This design comes from an exercise in tuning for small area, a short achievable clock period and few clock cycles per item on the open sky130 flow, not from production work. In this exercise RTL edits were held to simulation tests only and were not proved equivalent to the original. Power and IR drop assume default switching activity.

==> flow/design.v <==
`timescale 1ns / 1ps
package prrts_pkg;
    localparam int MAX_TASKS = 16;
    localparam int IDX_W     = 4;
    localparam int CNT_W     = 5;
    localparam logic [2:0] FN_CREATE = 3'd0;
    localparam logic [2:0] FN_TICK   = 3'd1;
    localparam logic [2:0] FN_DELAY  = 3'd2;
    localparam logic [2:0] FN_SWITCH = 3'd3;
    localparam logic [2:0] FN_START  = 3'd4;
    localparam logic [1:0] RES_OK       = 2'd0;
    localparam logic [1:0] RES_FULL     = 2'd1;
    localparam logic [1:0] RES_NO_TASKS = 2'd2;
    localparam logic [1:0] RES_IGNORED  = 2'd3;
endpackage
`timescale 1ns / 1ps
module prrts_cell (
    input  logic [255:0]      lt,
    input  logic [255:0]      eq,
    input  logic [15:0]       elig,
    input  logic [15:0]       after_cur,   
    output logic [15:0]       win
);
    logic [255:0]      beat;      
    logic              none;
    always_comb
    begin
        beat = '0;
        for (int i = 1; i < 16; i++)
        begin
            for (int j = 0; j < i; j++)
            begin
                logic j_first;
                logic j_beats_i;
                j_first   = after_cur[j] | ~after_cur[i];
                j_beats_i = lt[j*16+i] | (eq[j*16+i] & j_first);
                beat[j*16+i] = elig[j] & j_beats_i;
                beat[i*16+j] = elig[i] & ~j_beats_i;
            end
        end
        none = ~|elig;
        for (int i = 0; i < 16; i++)
        begin
            logic beaten;
            beaten = 1'b0;
            for (int j = 0; j < 16; j++)
                beaten = beaten | beat[j*16+i];
            win[i] = elig[i] & ~beaten;
        end
        win[0] = win[0] | none;
    end
endmodule
`timescale 1ns / 1ps
`timescale 1ns / 1ps
module priority_round_robin_task_scheduler_core (
    input  logic        clk,
    input  logic        rst_n,
    input  logic        in_valid,
    output logic        in_ready,
    input  logic [2:0]  func,
    input  logic [7:0]  priority_req,
    input  logic [31:0] stack_pointer,
    input  logic [31:0] delay_ticks,
    output logic        out_valid,
    input  logic        out_ready,
    output logic [1:0]  status,
    output logic [3:0]  task_index,
    output logic [31:0] task_sp,
    output logic        switch_request
);
    logic              rv_q;
    logic [2:0]        rfn_q;
    logic [7:0]        rprio_q;
    logic [31:0]       rsp_q;
    logic [31:0]       rdm1_q;       
    logic [4:0]        count_q;
    logic [3:0]        cur_q;
    logic [15:1]       upto_q;       
    logic              cur_valid_q;
    logic              running_q;
    logic [15:0]       run_q;
    logic [31:0]       tnext_q;      
    logic [15:0]       idle_q;       
    logic [15:0][31:0] sp_q;
    logic [15:0][7:0]  prio_q;
    logic [15:1][31:0] wake_q;
    logic [255:0]      lt_q;         
    logic [255:0]      eq_q;
    logic              lv_q;
    logic [1:0]        l_st_q;
    logic [3:0]        l_ix_q;
    logic              l_rq_q;
    logic              l_sp_q;
    logic              ov_q;
    logic [1:0]        st_q;
    logic [3:0]        ix_q;
    logic [31:0]       tsp_q;
    logic              rq_q;
    logic              sk_q;
    logic [1:0]        sk_st_q;
    logic [3:0]        sk_ix_q;
    logic              sk_rq_q;
    logic [31:0]       sk_tsp_q;
    logic        take;
    logic        exec;
    logic        out_free;
    logic        fn_create, fn_tick, fn_delay, fn_switch, fn_start;
    logic        full, empty, dly_ok;
    logic [31:0] wake_new;
    assign in_ready  = !(rv_q && sk_q);
    assign take      = in_valid && in_ready;
    assign exec      = rv_q && !sk_q;
    assign out_free  = !ov_q || out_ready;
    assign fn_create = (rfn_q == prrts_pkg::FN_CREATE);
    assign fn_tick   = (rfn_q == prrts_pkg::FN_TICK);
    assign fn_delay  = (rfn_q == prrts_pkg::FN_DELAY);
    assign fn_switch = (rfn_q == prrts_pkg::FN_SWITCH);
    assign fn_start  = (rfn_q == prrts_pkg::FN_START);
    assign full      = count_q[4];
    assign empty     = (count_q == '0);
    assign dly_ok    = cur_valid_q && (rdm1_q != '1);
    function automatic logic [31:0] add32(input logic [31:0] x, input logic [31:0] y);
        logic [31:0] g, p, gg, pp, ng, np;
        g  = x & y;
        p  = x ^ y;
        gg = g;
        pp = p;
        for (int d = 1; d < 32; d = d * 2)
        begin
            for (int b = 0; b < 32; b++)
            begin
                if (b >= d)
                begin
                    ng[b] = gg[b] | (pp[b] & gg[b-d]);
                    np[b] = pp[b] & pp[b-d];
                end
                else
                begin
                    ng[b] = gg[b];
                    np[b] = pp[b];
                end
            end
            gg = ng;
            pp = np;
        end
        add32 = p ^ {gg[30:0], 1'b0};
    endfunction
    assign wake_new = add32(tnext_q, rdm1_q);
    always_ff @(posedge clk or negedge rst_n)
    begin
        if (!rst_n)
            rv_q <= 1'b0;
        else if (in_ready)
            rv_q <= in_valid;
    end
    always_ff @(posedge clk)
    begin
        if (in_ready)
        begin
            rfn_q   <= func;
            rprio_q <= priority_req;
            rsp_q   <= stack_pointer;
            rdm1_q  <= delay_ticks - 32'd1;
        end
    end
    logic [15:0] elig;
    logic [15:0] win;
    logic [15:0] cur_oh;
    logic [3:0]  win_idx;
    logic [31:0] cur_sp;
    logic [31:0] l_tsp;
    always_comb
    begin
        for (int i = 0; i < 16; i++)
        begin
            elig[i]   = run_q[i] && !idle_q[i];
            cur_oh[i] = (cur_q == 4'(i));
        end
    end
    prrts_cell u_choice (
        .lt        (lt_q),
        .eq        (eq_q),
        .elig      (elig),
        .after_cur ({~upto_q, 1'b0}),
        .win       (win)
    );
    always_comb
    begin
        win_idx = '0;
        for (int i = 0; i < 16; i++)
            if (win[i])
                win_idx = win_idx | 4'(i);
        cur_sp  = '0;
        for (int i = 0; i < 16; i++)
            cur_sp = cur_sp | ({32{cur_oh[i]}} & sp_q[i]);
        l_tsp   = l_sp_q ? cur_sp : '0;
    end
    always_ff @(posedge clk)
    begin
        for (int i = 0; i < 16; i++)
        begin
            if (exec && ((fn_create && (count_q == 5'(i))) ||
                         (fn_switch && cur_valid_q && cur_oh[i])))
                sp_q[i] <= rsp_q;
            if (exec && fn_create && (count_q == 5'(i)))
            begin
                prio_q[i] <= rprio_q;
                idle_q[i] <= (rprio_q == 8'hFF);
                for (int j = 0; j < i; j++)
                begin
                    lt_q[j*16+i] <= (prio_q[j] < rprio_q);
                    eq_q[j*16+i] <= (prio_q[j] == rprio_q);
                end
            end
        end
        for (int i = 1; i < 16; i++)
        begin
            if (exec && fn_delay && dly_ok && cur_oh[i])
                wake_q[i] <= wake_new;
        end
    end
    logic [15:0] run_next;
    always_comb
    begin
        run_next = run_q;
        if (fn_create && !full)
            run_next = run_q | (16'd1 << count_q[3:0]);
        else if (fn_tick)
        begin
            for (int i = 1; i < 16; i++)
                if ((5'(i) < count_q) && (wake_q[i] == tnext_q))
                    run_next[i] = 1'b1;
        end
        else if (fn_delay && dly_ok)
            run_next = run_q & ~cur_oh;
        else if (fn_switch && !empty)
            run_next = run_q | win;
    end
    always_ff @(posedge clk or negedge rst_n)
    begin
        if (!rst_n)
        begin
            count_q     <= '0;
            cur_q       <= '0;
            upto_q      <= '0;
            cur_valid_q <= 1'b0;
            running_q   <= 1'b0;
            run_q       <= '0;
            tnext_q     <= 32'd1;
        end
        else if (exec)
        begin
            run_q <= run_next;
            if (fn_create && !full)
                count_q <= count_q + 5'd1;
            if (fn_tick)
                tnext_q <= tnext_q + 32'd1;
            if (fn_switch && !empty)
            begin
                cur_q       <= win_idx;
                cur_valid_q <= 1'b1;
                for (int k = 1; k < 16; k++)
                    upto_q[k] <= ~|(win & ((16'd1 << k) - 16'd1));
            end
            if (fn_start && !empty)
            begin
                running_q   <= 1'b1;
                cur_valid_q <= 1'b0;
            end
        end
    end
    logic [1:0] r_st;
    logic [3:0] r_ix;
    logic       r_rq;
    logic       r_sp;    
    always_comb
    begin
        r_st = prrts_pkg::RES_OK;
        r_ix = '0;
        r_rq = 1'b0;
        r_sp = 1'b0;
        if (fn_create)
        begin
            if (full)
                r_st = prrts_pkg::RES_FULL;
            else
                r_ix = count_q[3:0];
        end
        else if (fn_tick)
        begin
        end
        else if (fn_delay)
        begin
            if (dly_ok)
                r_rq = running_q;
            else
                r_st = prrts_pkg::RES_IGNORED;
        end
        else if (fn_switch)
        begin
            if (empty)
                r_st = prrts_pkg::RES_NO_TASKS;
            else
            begin
                r_ix = win_idx;
                r_sp = 1'b1;
            end
        end
        else if (fn_start)
        begin
            if (empty)
                r_st = prrts_pkg::RES_NO_TASKS;
            else
                r_rq = 1'b1;
        end
        else
            r_st = prrts_pkg::RES_IGNORED;
    end
    always_ff @(posedge clk or negedge rst_n)
    begin
        if (!rst_n)
        begin
            lv_q <= 1'b0;
            ov_q <= 1'b0;
            sk_q <= 1'b0;
        end
        else
        begin
            if (!sk_q)
                lv_q <= exec;
            if (out_free)
                ov_q <= sk_q || lv_q;
            sk_q <= !out_free && (sk_q || lv_q);
        end
    end
    always_ff @(posedge clk)
    begin
        if (exec)
        begin
            l_st_q <= r_st;
            l_ix_q <= r_ix;
            l_rq_q <= r_rq;
            l_sp_q <= r_sp;
        end
        if (out_free && sk_q)
        begin
            st_q  <= sk_st_q;
            ix_q  <= sk_ix_q;
            rq_q  <= sk_rq_q;
            tsp_q <= sk_tsp_q;
        end
        else if (out_free && lv_q)
        begin
            st_q  <= l_st_q;
            ix_q  <= l_ix_q;
            rq_q  <= l_rq_q;
            tsp_q <= l_tsp;
        end
        if (!sk_q && lv_q)
        begin
            sk_st_q  <= l_st_q;
            sk_ix_q  <= l_ix_q;
            sk_rq_q  <= l_rq_q;
            sk_tsp_q <= l_tsp;
        end
    end
    assign out_valid      = ov_q;
    assign status         = st_q;
    assign task_index     = ix_q;
    assign task_sp        = tsp_q;
    assign switch_request = rq_q;
endmodule
==> flow/config.mk <==
export PLATFORM = sky130hd
export DESIGN_NAME = priority_round_robin_task_scheduler_core
export DESIGN_NICKNAME = priority_round_robin_task_scheduler_core
export VERILOG_FILES = /design/flow/design.v
export SDC_FILE = /design/flow/constraint.sdc
export NUM_CORES = 4
export LEC_CHECK = 0
export CAP_MARGIN = 20
export CORE_MARGIN = 2
export CORE_UTILIZATION = 68
export CTS_BUF_LIST = sky130_fd_sc_hd__clkbuf_8 sky130_fd_sc_hd__clkbuf_16
export CTS_CLUSTER_DIAMETER = 100
export CTS_CLUSTER_SIZE = 24
export SLEW_MARGIN = 20
==> flow/constraint.sdc <==
create_clock -name core_clock -period 10.0 [get_ports {clk}]
set_input_delay 2.0000 -clock core_clock [delete_from_list [all_inputs] [get_ports {clk}]]
set_output_delay 2.0000 -clock core_clock [all_outputs]
set_load 0.01 [all_outputs]
standard.sh (not shown) runs the stock make flow with config.mk's settings and CLKGATE_MAP_FILE= SYNTH_SCRIPT=/design/flow/synth_recipe.tcl, a recipe that flattens the netlist after the stock synthesis.
==> flow/flow/run.sh <==
#!/bin/bash
# the standard layout, with timing repair aimed below the clock period:
# repair works on every path with less than SETUP_SLACK_MARGIN ns of slack.
# port buffers start as buf_2 (repair sizes them as needed)
set -euo pipefail
bash standard.sh SETUP_SLACK_MARGIN=6.5 "BUFFER_PORTS_ARGS=-buffer_cell sky130_fd_sc_hd__buf_2" finish > run_standard.log 2>&1
The first run completed without violations.
Testbench counts at the start, summed over its fixed seeds: cycles 5,743, items 5,719.
Then changed:
--- a/flow/design.v
+++ b/flow/design.v
@@ -245,9 +245,9 @@
             upto_q      <= '0;
             cur_valid_q <= 1'b0;
             running_q   <= 1'b0;
             run_q       <= '0;
-            tnext_q     <= 32'd1;
+            tnext_q     <= '0;
         end
         else if (exec)
         begin
             run_q <= run_next;
Effect: The changed run completed with no timing, DRC or antenna violations. Worst setup slack is worse by 0.039 ns. Global-route usage stays flat. Sequential share of layout area went down by 0.13 points. Worst hold slack got worse by 0.0080 ns. Via count climbs by 0.79%. Wire length stays flat. Register-to-register slack got worse by 0.09 ns. First-iteration DRC count drops by 1.2%. Final cell count stays flat. Power stays flat.
Testbench counts after the change, summed over its fixed seeds: cycles 5,743, items 5,719.

[port drivers added, routing unchanged]
The flow's constraints put no driver on any port. The routed layouts listed below were extracted and timed again, unchanged, in two steps. Step 1 (the two cells are an assumption about what drives the block):
set clk [get_ports {clk}]
set_driving_cell -lib_cell sky130_fd_sc_hd__clkbuf_16 $clk
set_driving_cell -lib_cell sky130_fd_sc_hd__buf_2 [delete_from_list [all_inputs] $clk]
Step 2, shift: input delay + t, output delay - t, t = (earliest + latest rising clock arrival at the registers) / 2. This alone moves slack from input paths to output paths. a / b / c = no drivers / after step 1 / after step 2; a / b = the first two.
| run | shift t [ns] | setup WS [ns] | worst setup path after step 2 | slew at the worst register clock pin (ns) | worst data-port slew with drivers (ns) |
|---|---|---|---|---|---|
| the first run | 0.766 | 6.460 / 6.406 / 5.746 | input to register | 0.11 / 0.11 | 0.05 |
| the second run | 0.762 | 6.421 / 6.421 / 5.785 | input to register | 0.11 / 0.11 | 0.04 |
After both steps setup and hold are still met in every run listed. The setup slack of the first run, which loses most, moves by -0.054 ns with the drivers and by -0.714 ns with both steps.
